What follows belongs to an exercise in optimizing a design on an open flow for small area and a short achievable clock period; a production flow would make more cautious choices.
Where RTL was checked, it was by simulation tests only, not by an equivalence proof against the original.
Power is estimated from default activity; no workload was simulated. The clock port is modelled as an ideal driver; clocking choices that lean on that would not hold on a real chip.

== try-fjord ==
Design mem_responder, start of the top module:
module mem_responder #(
   parameter int unsigned word_sz     = 16,
   parameter int unsigned mem_sz      = 256,
   parameter int unsigned wait_cycles = 2
) (
   input  logic               clk,
   input  logic               rst,
   input  logic               bus_req_valid,
   output logic               bus_req_ready,
   input  logic               bus_req_write,
   input  logic [word_sz-1:0] bus_req_addr,
   input  logic [word_sz-1:0] bus_req_wdata,
   output logic               bus_rsp_valid,
   input  logic               bus_rsp_ready,
   output logic [word_sz-1:0] bus_rsp_rdata,
   output logic               bus_rsp_err
);
   localparam int unsigned NR     = mem_responder_pkg::N_RING;
   localparam int unsigned RING_W = $clog2(NR);
   localparam int unsigned POS_W  = mem_responder_pkg::POS_W;
   localparam int unsigned LEN    = mem_responder_pkg::RING_LEN;
   localparam int unsigned NHI    = LEN / 8;
   logic               r_live;      
   logic               r_ready;     
   logic               r_s1;        
   logic               r_s2;        
   logic               r_s3;        
   logic               r_valid;     
   logic               r_err;       
   logic               r_wr;        
   logic [word_sz-1:0] r_wdata;
   logic [NR-1:0]      r_rring;     
   logic [NR-1:0]      r_wring;     
   logic [7:0]         r_lo;        
   logic [NHI-1:0]     r_hi;        
   logic [NR-1:0]      r_wring_n;   
  ...
For scale: roughly 6,600 cells after synthesis, about 56 I/O pins, about 100,000 um^2 of cells after synthesis.
export LEC_CHECK = 0
export CAP_MARGIN = 20
export CORE_MARGIN = 2
export CORE_UTILIZATION = 65
export SETUP_SLACK_MARGIN = 2.2
export SLEW_MARGIN = 20
create_clock -name core_clock -period 4.5 [get_ports {clk}]
standard.sh (not shown) runs the stock make flow with config.mk's settings and CLKGATE_MAP_FILE= SYNTH_SCRIPT=/design/flow/synth_recipe.tcl, a recipe that flattens the netlist after the stock synthesis.
==> flow/flow/run.sh <==
#!/bin/bash
# Standard layout with a leaner clock tree: no dummy loads, larger sink clusters.
export CTS_ARGS="-sink_clustering_enable -repair_clock_nets -dont_use_dummy_load -buf_list {sky130_fd_sc_hd__clkbuf_8 sky130_fd_sc_hd__clkbuf_16} -sink_clustering_size 30 -sink_clustering_max_diameter 60"
bash standard.sh > standard.log 2>&1
try-fjord finished all stages; the layout is clean.
### try-fjord -> try-nickel
Settings: SETUP_SLACK_MARGIN: 2.2 -> 2.3.
==> notes.md <==
try-nickel reached the final stage; the timing, DRC and antenna checks on its layout passed. try-fjord went all the way through synthesis, placement and routing and the layout is clean on timing, DRC and antenna. Comparing hold slack for try-nickel and try-fjord, the bigger number came from try-nickel. For the critical path depth, try-nickel came in 2 higher than try-fjord did. Compared with try-fjord, try-nickel ends up with more cell area.
[inputs] try-garnet vs try-nickel
Settings: swapping 2.3 for 2.1 in SETUP_SLACK_MARGIN; swapping 65 for 70 in CORE_UTILIZATION.
==> notes.md <==
try-garnet reached the final stage; the timing, DRC and antenna checks on its layout passed.
In the flow results for try-garnet and try-nickel, the count of clock-buffer cells in the layout is larger on try-nickel.
try-garnet vs. try-nickel: layout-stage area growth over the synthesis result lost 2.6 points, internal portion of total power now sits lower.
As far as synthesized-area fraction occupied by ao, oa, aoi and oai cells goes, try-nickel and try-garnet are indistinguishable; the numbers are identical.
Route | try-garnet vs try-nickel | wire shorter in try-garnet
Compared try-nickel against try-garnet; clock transition at the registers of the reported paths within noise.
The global-route wire length before repair in try-garnet was lower than what try-nickel gave.
Compared try-nickel against try-garnet; global-route usage within noise.
Compare try-garnet and try-nickel | share of post-route cells with drive strength above 1 higher: try-nickel
For try-delta, these inputs were changed with respect to try-garnet:
Settings: CORE_UTILIZATION now 58, was 70; SETUP_SLACK_MARGIN now 2.0, was 2.1; ABC_CLOCK_PERIOD_IN_PS now 2500, previously not set.
## What came out
Taking try-garnet as the reference point, the total power of try-delta rises by 1.0%. Clock-buffer cell count, try-delta and try-garnet: lower on try-garnet. The final reports for try-delta and try-garnet show combinational group share of total power lower in the former. Lower largest voltage drop on the vdd net goes to try-delta over try-garnet. Going from try-garnet to try-delta, the share of the final layout cell area in sequential cells was found to have gone down by 0.32 points. The detail-routed via count per cell in try-delta is 0.931 times that in try-garnet.
Changes in try-harbor relative to try-delta:
Settings: clearing ABC_CLOCK_PERIOD_IN_PS, which used to be 2500; swapping 2.0 for 2.2 in SETUP_SLACK_MARGIN.
## What came out
Measured against each other, try-harbor and try-delta differ in final area, the higher figure coming from try-harbor. try-harbor: full flow OK, the timing, DRC and antenna checks passed. The higher cell count came out of try-harbor. Between try-harbor and try-delta, it is try-harbor whose least setup slack across all paths after layout is higher, by 97 ps. [compare] base=try-delta new=try-harbor: total power saw an increase, met1 usage in global routing higher, final weighted congestion of routability-driven global placement went up. As far as number of buffer and inverter stages on the critical path goes, try-delta and try-harbor are indistinguishable; the numbers are identical. There was hardly any difference in post-placement cell area between try-delta and try-harbor.


north:
mem_responder again, from the RTL that the note above started with.
Design mem_responder, start of the top module:
module mem_responder #(
   parameter int unsigned word_sz     = 16,
   parameter int unsigned mem_sz      = 256,
   parameter int unsigned wait_cycles = 2
) (
   input  logic               clk,
   input  logic               rst,
   input  logic               bus_req_valid,
   output logic               bus_req_ready,
   input  logic               bus_req_write,
   input  logic [word_sz-1:0] bus_req_addr,
   input  logic [word_sz-1:0] bus_req_wdata,
   output logic               bus_rsp_valid,
   input  logic               bus_rsp_ready,
   output logic [word_sz-1:0] bus_rsp_rdata,
   output logic               bus_rsp_err
);
clock: 4.5 ns
lec_check: 0
cap_margin: 20
core_margin: 2
core_utilization: 80
setup_slack_margin: 2.2
slew_margin: 20
Scripts as last shown in full above: flow/flow/run.sh
#### Input delta (south over north)
# north
export LEC_CHECK = 0
export CAP_MARGIN = 20
export CORE_MARGIN = 2
export CORE_UTILIZATION = 80
export SETUP_SLACK_MARGIN = 2.2
export SLEW_MARGIN = 20
create_clock -name core_clock -period 4.5 [get_ports {clk}]
# south
export LEC_CHECK = 0
export CAP_MARGIN = 20
export CORE_MARGIN = 2
export CORE_UTILIZATION = 67
export SETUP_SLACK_MARGIN = 2.3
export SLEW_MARGIN = 20
create_clock -name core_clock -period 4.5 [get_ports {clk}]
Results
Taking north as the reference point, the clock-buffer cell count of south rises by 12.
Summary of south over north: growth of design area from synthesis to finish +2.7 points; insertion delay to the later sink of the worst-skew pair went down 30 ps; routed wire length grew by about 5.5%; depth of the critical timing path with buffers and inverters included +5.
On setup slack on the worst flop-to-flop path, south does better than north.
[compare] base=north new=south: final area climbed 2.5%, floorplan die area grew by 25000 sq um.
Between north and south, the difference in synthesized area is negligible.
north ended up with r_lo[1]$_DFF_P_ as its critical path startpoint; south ended up with r_tap[15]$_DFF_P_.
A termination of the worst setup path of u_mem_array.r_cell[2855]$_DFF_P_ is what north shows, while r_rsp_rdata[2]$_DFF_P_ belongs to south.
Taking north as the reference, in south number of nets in the final layout has increased, non-clock buffer count has increased.


before:
The RTL this note starts from:
==> flow/design.v <==
package mem_responder_pkg;
   localparam int N_RING   = 4;
   localparam int RING_LEN = 64;
   localparam int POS_W    = 6;
   localparam int WSTEP    = 5;
   localparam int RSTEP    = 3;
   localparam int INVERT   = 0;
   localparam logic [3:0] NOP = 4'd0;
   localparam logic [3:0] ADD = 4'd1;
   localparam logic [3:0] SUB = 4'd2;
   localparam logic [3:0] AND = 4'd3;
   localparam logic [3:0] NOT = 4'd4;
   localparam logic [3:0] RD  = 4'd5;
   localparam logic [3:0] WR  = 4'd6;
   localparam logic [3:0] BR  = 4'd7;
   localparam logic [3:0] BRZ = 4'd8;
   function automatic logic is_store(input logic [3:0] op);
      return (op == WR);
   endfunction
endpackage
module mem_array #(
   parameter int unsigned word_sz  = 16,
   parameter int unsigned n_ring   = 2,
   parameter int unsigned ring_len = 128,
   parameter int unsigned wstep    = 5,
   parameter int unsigned rstep    = 3,
   parameter int unsigned invert   = 0
) (
   input  logic                  i_clk,
   input  logic [n_ring-1:0]     i_wring,
   input  logic [7:0]            i_wlo,
   input  logic [ring_len/8-1:0] i_whi,
   input  logic [n_ring-1:0]     i_wring_n,
   input  logic [7:0]            i_wlo_n,
   input  logic [ring_len/8-1:0] i_whi_n,
   input  logic [word_sz-1:0]    i_wdata,
   input  logic [n_ring*ring_len-1:0] i_rsel,
   input  logic                  i_csel,
   input  logic                  i_xsel,
   input  logic [word_sz-1:0]    i_xdata,
   input  logic                  i_hold,
   input  logic [word_sz-1:0]    i_hdata,
   output logic [word_sz-1:0]    o_rdata
);
   localparam int unsigned N = n_ring * ring_len;
   logic [N-1:0][word_sz-1:0] r_cell;
   function automatic logic inv_at(input int unsigned p);
      inv_at = (invert != 0) && (((p / wstep) % 2) == 1);
   endfunction
   always_ff @(posedge i_clk) begin
      for (int r = 0; r < n_ring; r++) begin
         for (int p = 0; p < ring_len; p++) begin
            if (p % wstep == 0 && invert == 0) begin
               if (i_wring[r]
                   && i_wlo[((p + ring_len - 1) % ring_len) % 8]
                   && i_whi[((p + ring_len - 1) % ring_len) / 8])
                  r_cell[r * ring_len + p] <= i_wdata;
               else
                  r_cell[r * ring_len + p] <= r_cell[r * ring_len + (p + ring_len - 1) % ring_len];
            end else if (p % wstep == 0) begin
               r_cell[r * ring_len + p] <= ~(
                  ({word_sz{i_wring[r]
                            & i_wlo[((p + ring_len - 1) % ring_len) % 8]
                            & i_whi[((p + ring_len - 1) % ring_len) / 8]}}
                   & (inv_at(p) ? i_wdata : ~i_wdata))
                | ({word_sz{i_wring_n[r]
                            | i_wlo_n[((p + ring_len - 1) % ring_len) % 8]
                            | i_whi_n[((p + ring_len - 1) % ring_len) / 8]}}
                   & r_cell[r * ring_len + (p + ring_len - 1) % ring_len]));
            end else begin
               r_cell[r * ring_len + p] <= r_cell[r * ring_len + p - 1];
            end
         end
      end
   end
   logic [word_sz-1:0] w_true;      
   logic [word_sz-1:0] w_comp;      
   always_comb begin
      w_true     = ({word_sz{i_xsel}} & i_xdata) | ({word_sz{i_hold}} & i_hdata);
      w_comp     = '0;
      for (int r = 0; r < n_ring; r++)
         for (int p = 0; p < ring_len; p++)
            if (p % rstep == 0 || p == ring_len - 1) begin
               if (inv_at(p)) begin
                  w_comp = w_comp | ({word_sz{i_rsel[r * ring_len + p]}}
                                     & r_cell[r * ring_len + p]);
               end else begin
                  w_true = w_true | ({word_sz{i_rsel[r * ring_len + p]}}
                                     & r_cell[r * ring_len + p]);
               end
            end
   end
   assign o_rdata = w_true | ({word_sz{i_csel}} & ~w_comp);
endmodule
import mem_responder_pkg::*;
module mem_responder #(
   parameter int unsigned word_sz     = 16,
   parameter int unsigned mem_sz      = 256,
   parameter int unsigned wait_cycles = 2
) (
   input  logic               clk,
   input  logic               rst,
   input  logic               bus_req_valid,
   output logic               bus_req_ready,
   input  logic               bus_req_write,
   input  logic [word_sz-1:0] bus_req_addr,
   input  logic [word_sz-1:0] bus_req_wdata,
   output logic               bus_rsp_valid,
   input  logic               bus_rsp_ready,
   output logic [word_sz-1:0] bus_rsp_rdata,
   output logic               bus_rsp_err
);
   localparam int unsigned NR     = mem_responder_pkg::N_RING;
   localparam int unsigned RING_W = $clog2(NR);
   localparam int unsigned POS_W  = mem_responder_pkg::POS_W;
   localparam int unsigned LEN    = mem_responder_pkg::RING_LEN;
   localparam int unsigned NHI    = LEN / 8;
   logic               r_live;      
   logic               r_ready;     
   logic               r_s1;        
   logic               r_s2;        
   logic               r_s3;        
   logic               r_valid;     
   logic               r_err;       
   logic               r_wr;        
   logic [word_sz-1:0] r_wdata;
   logic [NR-1:0]      r_rring;     
   logic [NR-1:0]      r_wring;     
   logic [7:0]         r_lo;        
   logic [NHI-1:0]     r_hi;        
   logic [NR-1:0]      r_wring_n;   
   logic [7:0]         r_lo_n;
   logic [NHI-1:0]     r_hi_n;
   logic [word_sz-1:0] r_rsp_rdata;
   logic [NR*LEN-1:0]  r_rsel;      
   logic               r_csel;      
   logic               r_xsel;      
   logic [POS_W-1:0]   r_rot;       
   logic               w_accept;
   logic               w_in_range;
   logic [POS_W-1:0]   w_at;
   logic [NR-1:0]      w_ring;
   logic               w_whit;      
   logic [word_sz-1:0] w_arr_rdata;
   assign w_accept   = r_ready && bus_req_valid;
   assign w_in_range = (32'(bus_req_addr) < mem_sz);
   assign w_at       = bus_req_addr[POS_W-1:0] + r_rot;
   always_comb begin
      w_ring = '0;
      w_ring[bus_req_addr[POS_W +: RING_W]] = 1'b1;
   end
   logic [7:0]         w_lo_nx;
   logic [NHI-1:0]     w_hi_nx;
   logic [NR-1:0]      w_rring_nx;
   logic [NR*LEN-1:0]  w_rsel_nx;
   logic               w_csel_nx;
   always_comb begin
      if (w_accept) begin
         w_lo_nx    = 8'b1 << w_at[2:0];
         w_hi_nx    = NHI'(1) << w_at[POS_W-1:3];
         w_rring_nx = (!bus_req_write && w_in_range) ? w_ring : '0;
      end else begin
         w_lo_nx    = {r_lo[6:0], r_lo[7]};
         w_hi_nx    = r_lo[7] ? {r_hi[NHI-2:0], r_hi[NHI-1]} : r_hi;
         w_rring_nx = r_s3 ? '0 : r_rring;
      end
      w_rsel_nx = '0;
      w_csel_nx = 1'b0;
      for (int r = 0; r < NR; r++)
         for (int p = 0; p < LEN; p++)
            if (p % mem_responder_pkg::RSTEP == 0 || p == LEN - 1) begin
               w_rsel_nx[r * LEN + p] = w_rring_nx[r] && w_lo_nx[p % 8] && w_hi_nx[p / 8];
               if (mem_responder_pkg::INVERT != 0 && ((p / mem_responder_pkg::WSTEP) % 2) == 1)
                  w_csel_nx = w_csel_nx || w_rsel_nx[r * LEN + p];
            end
   end
   always_ff @(posedge clk or negedge rst) begin
      if (!rst) begin
         r_live  <= 1'b0;
         r_ready <= 1'b0;
         r_s1    <= 1'b0;
         r_s2    <= 1'b0;
         r_s3    <= 1'b0;
         r_valid <= 1'b0;
         r_rring <= '0;
      end else begin
         r_live  <= 1'b1;
         r_ready <= !r_live || (r_ready && !bus_req_valid) || (r_valid && bus_rsp_ready);
         r_s1    <= w_accept;
         r_s2    <= r_s1;
         r_s3    <= r_s2;
         r_valid <= r_s3 || (r_valid && !bus_rsp_ready);
         r_rring <= w_rring_nx;
      end
   end
   always_ff @(posedge clk) begin
      r_rot  <= r_rot + 1'b1;
      r_lo   <= w_lo_nx;
      r_lo_n <= ~w_lo_nx;
      r_hi   <= w_hi_nx;
      r_hi_n <= ~w_hi_nx;
      r_rsel <= w_rsel_nx;
      r_csel <= w_csel_nx;
      r_xsel <= w_accept && (bus_req_write || !w_in_range);
      if (w_accept) begin
         r_err   <= !w_in_range;
         r_wr    <= bus_req_write && w_in_range;
         r_wdata <= bus_req_wdata;
         r_wring   <= (bus_req_write && w_in_range) ? w_ring : '0;
         r_wring_n <= (bus_req_write && w_in_range) ? ~w_ring : '1;
      end else if (w_whit) begin
         r_wring   <= '0;
         r_wring_n <= '1;
      end
      r_rsp_rdata <= w_arr_rdata;
   end
   always_comb begin
      w_whit = 1'b0;
      for (int p = 0; p < LEN; p++)
         if (p % mem_responder_pkg::WSTEP == 0)
            w_whit = w_whit || (r_lo[((p + LEN - 1) % LEN) % 8] && r_hi[((p + LEN - 1) % LEN) / 8]);
   end
   mem_array #(
      .word_sz  (word_sz),
      .n_ring   (NR),
      .ring_len (LEN),
      .wstep    (mem_responder_pkg::WSTEP),
      .rstep    (mem_responder_pkg::RSTEP),
      .invert   (mem_responder_pkg::INVERT)
   ) u_mem_array (
      .i_clk     (clk),
      .i_wring   (r_wring),
      .i_wlo     (r_lo),
      .i_whi     (r_hi),
      .i_wring_n (r_wring_n),
      .i_wlo_n   (r_lo_n),
      .i_whi_n   (r_hi_n),
      .i_wdata   (r_wdata),
      .i_rsel    (r_rsel),
      .i_csel    (r_csel),
      .i_xsel    (r_xsel && r_wr),
      .i_xdata   (r_wdata),
      .i_hold    (!((|r_rsel) || r_xsel)),
      .i_hdata   (r_rsp_rdata),
      .o_rdata   (w_arr_rdata)
   );
   assign bus_req_ready = r_ready;
   assign bus_rsp_valid = r_valid;
   assign bus_rsp_rdata = r_rsp_rdata;
   assign bus_rsp_err   = r_err;
endmodule
==> flow/config.mk <==
export PLATFORM = sky130hd
export DESIGN_NAME = mem_responder
export DESIGN_NICKNAME = mem_responder
export VERILOG_FILES = /design/flow/design.v
export SDC_FILE = /design/flow/constraint.sdc
export NUM_CORES = 4
export LEC_CHECK = 0
export ABC_CLOCK_PERIOD_IN_PS = 2000
export CAP_MARGIN = 20
export CORE_MARGIN = 2
export CORE_UTILIZATION = 45
export SETUP_SLACK_MARGIN = 2.3
export SLEW_MARGIN = 20
==> flow/constraint.sdc <==
create_clock -name core_clock -period 4.5 [get_ports {clk}]
set_input_delay 0.9000 -clock core_clock [delete_from_list [all_inputs] [get_ports {clk}]]
set_output_delay 0.9000 -clock core_clock [all_outputs]
set_load 0.01 [all_outputs]
==> flow/flow/run.sh <==
#!/bin/bash
# Standard layout with a leaner clock tree: no dummy loads, larger sink clusters.
export CTS_ARGS="-sink_clustering_enable -repair_clock_nets -dont_use_dummy_load -buf_list {sky130_fd_sc_hd__clkbuf_8 sky130_fd_sc_hd__clkbuf_16} -sink_clustering_size 24 -sink_clustering_max_diameter 50"
bash standard.sh > standard.log 2>&1
The final report for before shows a completed flow and a layout that fails verification, specifically antenna rules.
Setup changes, before to after
# before
export LEC_CHECK = 0
export ABC_CLOCK_PERIOD_IN_PS = 2000
export CAP_MARGIN = 20
export CORE_MARGIN = 2
export CORE_UTILIZATION = 45
export SETUP_SLACK_MARGIN = 2.3
export SLEW_MARGIN = 20
create_clock -name core_clock -period 4.5 [get_ports {clk}]
# after
export LEC_CHECK = 0
export ABC_CLOCK_PERIOD_IN_PS = 2500
export CAP_MARGIN = 20
export CORE_MARGIN = 2
export CORE_UTILIZATION = 45
export SETUP_SLACK_MARGIN = 2.0
export SLEW_MARGIN = 20
create_clock -name core_clock -period 4.5 [get_ports {clk}]
==> flow/flow/run.sh <==
#!/bin/bash
# Standard layout with a leaner clock tree: no dummy loads, larger sink clusters.
export CTS_ARGS="-sink_clustering_enable -repair_clock_nets -dont_use_dummy_load -buf_list {sky130_fd_sc_hd__clkbuf_8 sky130_fd_sc_hd__clkbuf_16} -sink_clustering_size 30 -sink_clustering_max_diameter 60"
bash standard.sh > standard.log 2>&1
## What came out
- after completed; timing, DRC and antenna clean
- Delta (after minus before): placed wire-length estimate after detailed placement climbed about 0.8%, setup slack of the critical path after layout went down by 0.13 ns, post-route total power shows a reduction of 7.0%, count of antenna-violating nets left after detailed routing decreased 1.
- When after is set beside before, its sequential share of layout area turns out to be 4.0 points larger.
- First-pass GRT wire length on after is ahead of before.
- Multi-input gate share of the layout cell area of after is on par with before.
- Diff before -> after | total of clock buffers placed in the layout | decrease of 33%
- Design area, after vs before: down by a few percent
No run of this note included a check of the RTL's function; only the layout flow was run.

static timing again, ports no longer ideal:
The flow's constraints put no driver on any port. The routed layouts listed below were extracted and timed again, unchanged, in two steps. Step 1: set_driving_cell puts a clkbuf_16 on clk and a buf_2 on each other input, an assumption about the parent block. Step 2 times the ports against the registers' clock, not the clock port: input delays grow and output delays shrink by t, the midpoint of the rising clock arrivals with the driver on. Three values: no drivers, after step 1, after step 2; two values: the first two.
run | t, ns | slack for setup (ns) | worst slew at a driven data input, ns | pins driven straight from the clock port
try-fjord | 0.918 | 2.085 / 2.085 / 1.294 | 0.10 | 1
try-nickel | 0.902 | 2.061 / 2.061 / 1.457 | 0.10 | 1
try-garnet | 0.887 | 1.852 / 1.852 / 1.323 | 0.09 | 1
try-delta | 0.930 | 1.964 / 1.962 / 1.257 | 0.06 | 1
try-harbor | 0.939 | 2.061 / 2.061 / 1.449 | 0.15 | 1
north | 0.909 | 1.909 / 1.909 / 1.377 | 0.08 | 1
south | 0.879 | 2.182 / 2.159 / 1.525 | 0.07 | 1
before | 1.012 | 2.072 / 1.993 / 1.348 | 0.06 | 1
after | 0.944 | 1.942 / 1.938 / 1.167 | 0.11 | 1
For try-fjord, which loses most, drivers alone change the setup slack by 0.000 ns; drivers and shift together by -0.791 ns.
